Context: an optimization exercise on an open-source flow, tuned for small area, a short achievable clock period and few clock cycles per item. The choices shown serve that exercise and are no tape-out recipe.
At most, simulation tests tie the RTL to the original design; equivalence was not proved.
Power and IR drop assume default switching activity.

==> inputs of job 6533 <==
==> flow/design.v (excerpt) <==
module fp_mult_stream #(
    parameter int WIDTH      = 32,
    parameter int INT_WIDTH  = 16,
    parameter int FRAC_WIDTH = 16,
    parameter int SIGNED     = 1,
    parameter int STAGES     = 3,
    parameter int ROUND      = 1
) (
    input  logic              clk,
    input  logic              reset,
    input  logic              in_valid,
    output logic              in_ready,
    input  logic [WIDTH-1:0]  left,
    input  logic [WIDTH-1:0]  right,
    output logic              out_valid,
    input  logic              out_ready,
    output logic [WIDTH-1:0]  out,
    output logic              ovf
);
clock: 10.0 ns
lec_check: 0
abc_area: 1
cap_margin: 20
core_margin: 2
core_utilization: 40
slew_margin: 20
synth_hierarchical: 1
standard.sh (not shown) runs the stock make flow with config.mk's settings and CLKGATE_MAP_FILE= SYNTH_SCRIPT=/design/flow/synth_recipe.tcl, a recipe that flattens the netlist after the stock synthesis.
==> flow/flow/run.sh <==
#!/bin/bash
set -euo pipefail
bash standard.sh SETUP_SLACK_MARGIN=6.0 "BUFFER_PORTS_ARGS=-buffer_cell sky130_fd_sc_hd__buf_2" finish > standard_flow.log 2>&1
==> inputs of job 3021, as changes to job 6533 <==
--- a/flow/design.v
+++ b/flow/design.v
@@ -18,25 +18,25 @@
     output logic              ovf
 );
     logic              en;
     logic [2:1]        valid_q;
     logic              res0_v_q, res1_v_q, rdy_q;
     logic              res1_v_d;
-    logic [33:0]       res0_q, res1_q;      
-    logic [33:0]       res_c;
+    logic [32:0]       res0_q, res1_q;      
+    logic [32:0]       res_c;
     logic              push;
     logic [31:0]       a_q;
     logic [15:0]       one_q, two_q, neg_q;
     logic [15:0]       one_d, two_d, neg_d;
     logic [118:0]      cs_q;
     logic              sgn_q;
     assign en        = ~res1_v_q;
     assign in_ready  = rdy_q;               
     assign push      = en & valid_q[2];
     assign out_valid = res0_v_q;
-    assign out       = res0_q[32] ? {res0_q[33], {31{~res0_q[33]}}} : res0_q[31:0];
+    assign out       = res0_q[31:0];
     assign ovf       = res0_q[32];
     assign res1_v_d = res1_v_q ? ~out_ready : (push & res0_v_q & ~out_ready);
     always_ff @(posedge clk) begin
         if (reset) begin
             valid_q  <= '0;
             res0_v_q <= 1'b0;
@@ -1703,13 +1703,13 @@
         end
         z_hi   = &z_ok;
         o_hi   = &o_ok;
         all_eq = c47 ? ((z_hi & hp[0]) | (o_hi & ~hp[0]))
                      : ((z_hi & ~hp[0]) | (o_hi & hp[0]));
         ovf_c  = ~all_eq;
-        res_c  = {sgn_q, ovf_c, sum[31:0]};
+        res_c  = {ovf_c, ovf_c ? {sgn_q, {31{~sgn_q}}} : sum[31:0]};
     end
 endmodule
 module fp_mult_stream_fa (
     input  logic a,
     input  logic b,
     input  logic c,
==> metrics.cfg <==
[pwr]
irDropWorstVdd_uv = 170
p_int_mw = 6.95
p_sw_mw = 5.77

[worst_setup_path]
worst-path-buf-inv = 1
critical_path_required_ps = 10280
worstPathMaxFanout = 34
crit_path_end = cs_q[56]
crit_start = neg_q[12]

[final_layout]
buffers = 210
fin_area_um2 = 35100
multi_input_cells = 2242

[floorplanning]
die_area_um2 = 82000
core-area_um2 = 79000

[clocking]
clock-sinks = 273

[global_route]
antenna_found_initial = 1

[routing]
routed-wl-met2_mm = 44.0

[run_status]
status = finished clean

(the above is from job 6533)
==> metrics.cfg <==
[worst_setup_path]
crit_path_end = cs_q[8]

[floorplanning]
die_area_um2 = 82300
core-area_um2 = 79100

[global_route]
antenna_found_initial = 0

[routing]
routed-wl-met2_mm = 42.3

[clocking]
clock-sinks = 271

[final_layout]
fin_area_um2 = 36000
buffers = 246

[pwr]
p_sw_mw = 5.82
p_int_mw = 6.59

[run_status]
status = finished clean

(the above is from job 3021)
Testbench counts of job 6533, summed over its fixed seeds: cycles 16,024, items 16,000.
No functional check of the RTL was part of job 3021.


==> inputs of try-lagoon <==
fp_mult_stream, a different RTL version from the one above (not shown whole).
Settings: LEC_CHECK=0, ABC_AREA=1, CAP_MARGIN=20, CORE_MARGIN=2, CORE_UTILIZATION=40, CTS_BUF_LIST=sky130_fd_sc_hd__clkbuf_16, CTS_CLUSTER_DIAMETER=120, CTS_CLUSTER_SIZE=30, SLEW_MARGIN=20, SYNTH_HIERARCHICAL=1; clock period 10.0 ns.
==> flow/flow/run.sh <==
#!/bin/bash
set -euo pipefail
bash standard.sh SETUP_SLACK_MARGIN=6.35 "BUFFER_PORTS_ARGS=-buffer_cell sky130_fd_sc_hd__buf_2" finish > standard_flow.log 2>&1
==> try-garnet: changes against try-lagoon <==
--- a/flow/design.v
+++ b/flow/design.v
@@ -24,24 +24,21 @@
     logic [33:0]       res0_q, res1_q;      
     logic [33:0]       res_c;
     logic              push;
     logic [31:0]       a_q;
     logic [15:0]       one_q, two_q, neg_q;
     logic [15:0]       one_d, two_d, neg_d;
     logic [153:0]      cs_q;
     logic              sgn_q;
-    logic              res0_nov_q, res0_nsg_q;
     assign en        = ~res1_v_q;
     assign in_ready  = rdy_q;               
     assign push      = en & valid_q[2];
     assign out_valid = res0_v_q;
-    assign out[15:0]  = res0_q[32] ? {16{~res0_q[33]}} : res0_q[15:0];
-    assign out[30:16] = res0_nov_q ? res0_q[30:16] : {15{res0_nsg_q}};
-    assign out[31]    = res0_nov_q ? res0_q[31] : ~res0_nsg_q;
+    assign out       = res0_q[32] ? {res0_q[33], {31{~res0_q[33]}}} : res0_q[31:0];
     assign ovf       = res0_q[32];
     assign res1_v_d = res1_v_q ? ~out_ready : (push & res0_v_q & ~out_ready);
     always_ff @(posedge clk) begin
         if (reset) begin
             valid_q  <= '0;
             res0_v_q <= 1'b0;
             res1_v_q <= 1'b0;
             rdy_q    <= 1'b1;
@@ -61,27 +58,16 @@
             end
         end else if (push & (~res0_v_q | out_ready)) begin
             res0_q <= res_c;
         end
         if (~res1_v_q) begin
             res1_q <= res_c;
         end
     end
-    always_ff @(posedge clk) begin
-        if (res1_v_q) begin
-            if (out_ready) begin
-                res0_nov_q <= ~res1_q[32];
-                res0_nsg_q <= ~res1_q[33];
-            end
-        end else if (push & (~res0_v_q | out_ready)) begin
-            res0_nov_q <= ~res_c[32];
-            res0_nsg_q <= ~res_c[33];
-        end
-    end
     always_comb begin
         for (int j = 0; j < 16; j++) begin
             logic b2, b1, b0;
             b2 = right[2*j+1];
             b1 = right[2*j];
             b0 = (j > 0) ? right[2*j-1] : 1'b0;
             one_d[j] = b1 ^ b0;
             two_d[j] = (b2 & ~b1 & ~b0) | (~b2 & b1 & b0);
@@ -1726,35 +1712,16 @@
     input  logic b,
     input  logic c,
     output logic s,
     output logic co
 );
     assign s  = a ^ b ^ c;
     assign co = (a & b) | (a & c) | (b & c);
 endmodule
-module fp_mult_stream_fx (
-    input  logic a,
-    input  logic b,
-    input  logic c,
-    output logic s,
-    output logic co
-);
-    logic t;
-    fp_mult_stream_x2 u_x (.a(a), .b(b), .y(t));
-    assign s  = t ^ c;
-    assign co = (a & b) | (a & c) | (b & c);
-endmodule
-module fp_mult_stream_x2 (
-    input  logic a,
-    input  logic b,
-    output logic y
-);
-    assign y = a ^ b;
-endmodule
 module fp_mult_stream_ha (
     input  logic a,
     input  logic b,
     output logic s,
     output logic co
 );
     assign s  = a ^ b;
     assign co = a & b;
==> flow/flow/run.sh (replaced) <==
#!/bin/bash
set -euo pipefail
bash standard.sh SETUP_SLACK_MARGIN=6.2 "BUFFER_PORTS_ARGS=-buffer_cell sky130_fd_sc_hd__buf_2" finish > standard_flow.log 2>&1
==> flow/config.mk (replaced) <==
export PLATFORM = sky130hd
export DESIGN_NAME = fp_mult_stream
export DESIGN_NICKNAME = fp_mult_stream
export VERILOG_FILES = /design/flow/design.v
export SDC_FILE = /design/flow/constraint.sdc
export NUM_CORES = 4
export LEC_CHECK = 0
export ABC_AREA = 1
export CAP_MARGIN = 20
export CORE_MARGIN = 2
export CORE_UTILIZATION = 40
export SLEW_MARGIN = 20
export SYNTH_HIERARCHICAL = 1
==> results.txt <==
DRT met1 WL=40,800 µm; comb_multi_in=2,219; Leak=15.4 nW; P_seq=0.00310 W; status=no timing/DRC/antenna violations; worst path arrival time=4040 ps; DP Area=0.0342 mm²
[end of results for try-lagoon]
==> results.txt <==
comb_multi_in=2,237; P_seq=0.00309 W; Leak=15.3 nW; Layout Skew=26.2 ps; worst path arrival time=1880 ps; status=no timing/DRC/antenna violations; DRT met1 WL=40,700 µm; DP Area=0.0340 mm²
[end of results for try-garnet]
No run of this note included a check of the RTL's function; only the layout flow was run.

[static timing again, ports no longer ideal]
Ports are ideal in the flow. The routed layouts listed here were re-timed in OpenROAD.
Step 1: set_driving_cell puts a clkbuf_16 on clk and a buf_2 on each other input, an assumption about the parent block.
Step 2 also shifts input and output timing later by t, the mid clock arrival at the registers, as if the neighbouring blocks saw the same clock.
a / b / c = ideal / step 1 / step 2; a / b = the first two.
| run | t, ns | setup WS [ns] | worst data-port slew with drivers (ns) |
|---|---|---|---|
| job 6533 | 0.621 | 5.999 / 5.999 / 5.999 | 0.06 |
| job 3021 | 0.630 | 6.015 / 6.015 / 6.015 | 0.05 |
| try-lagoon | 0.629 | 6.295 / 6.295 / 6.295 | 0.04 |
| try-garnet | 0.623 | 6.125 / 6.065 / 6.219 | 0.07 |
After both steps setup and hold are still met in every run listed.
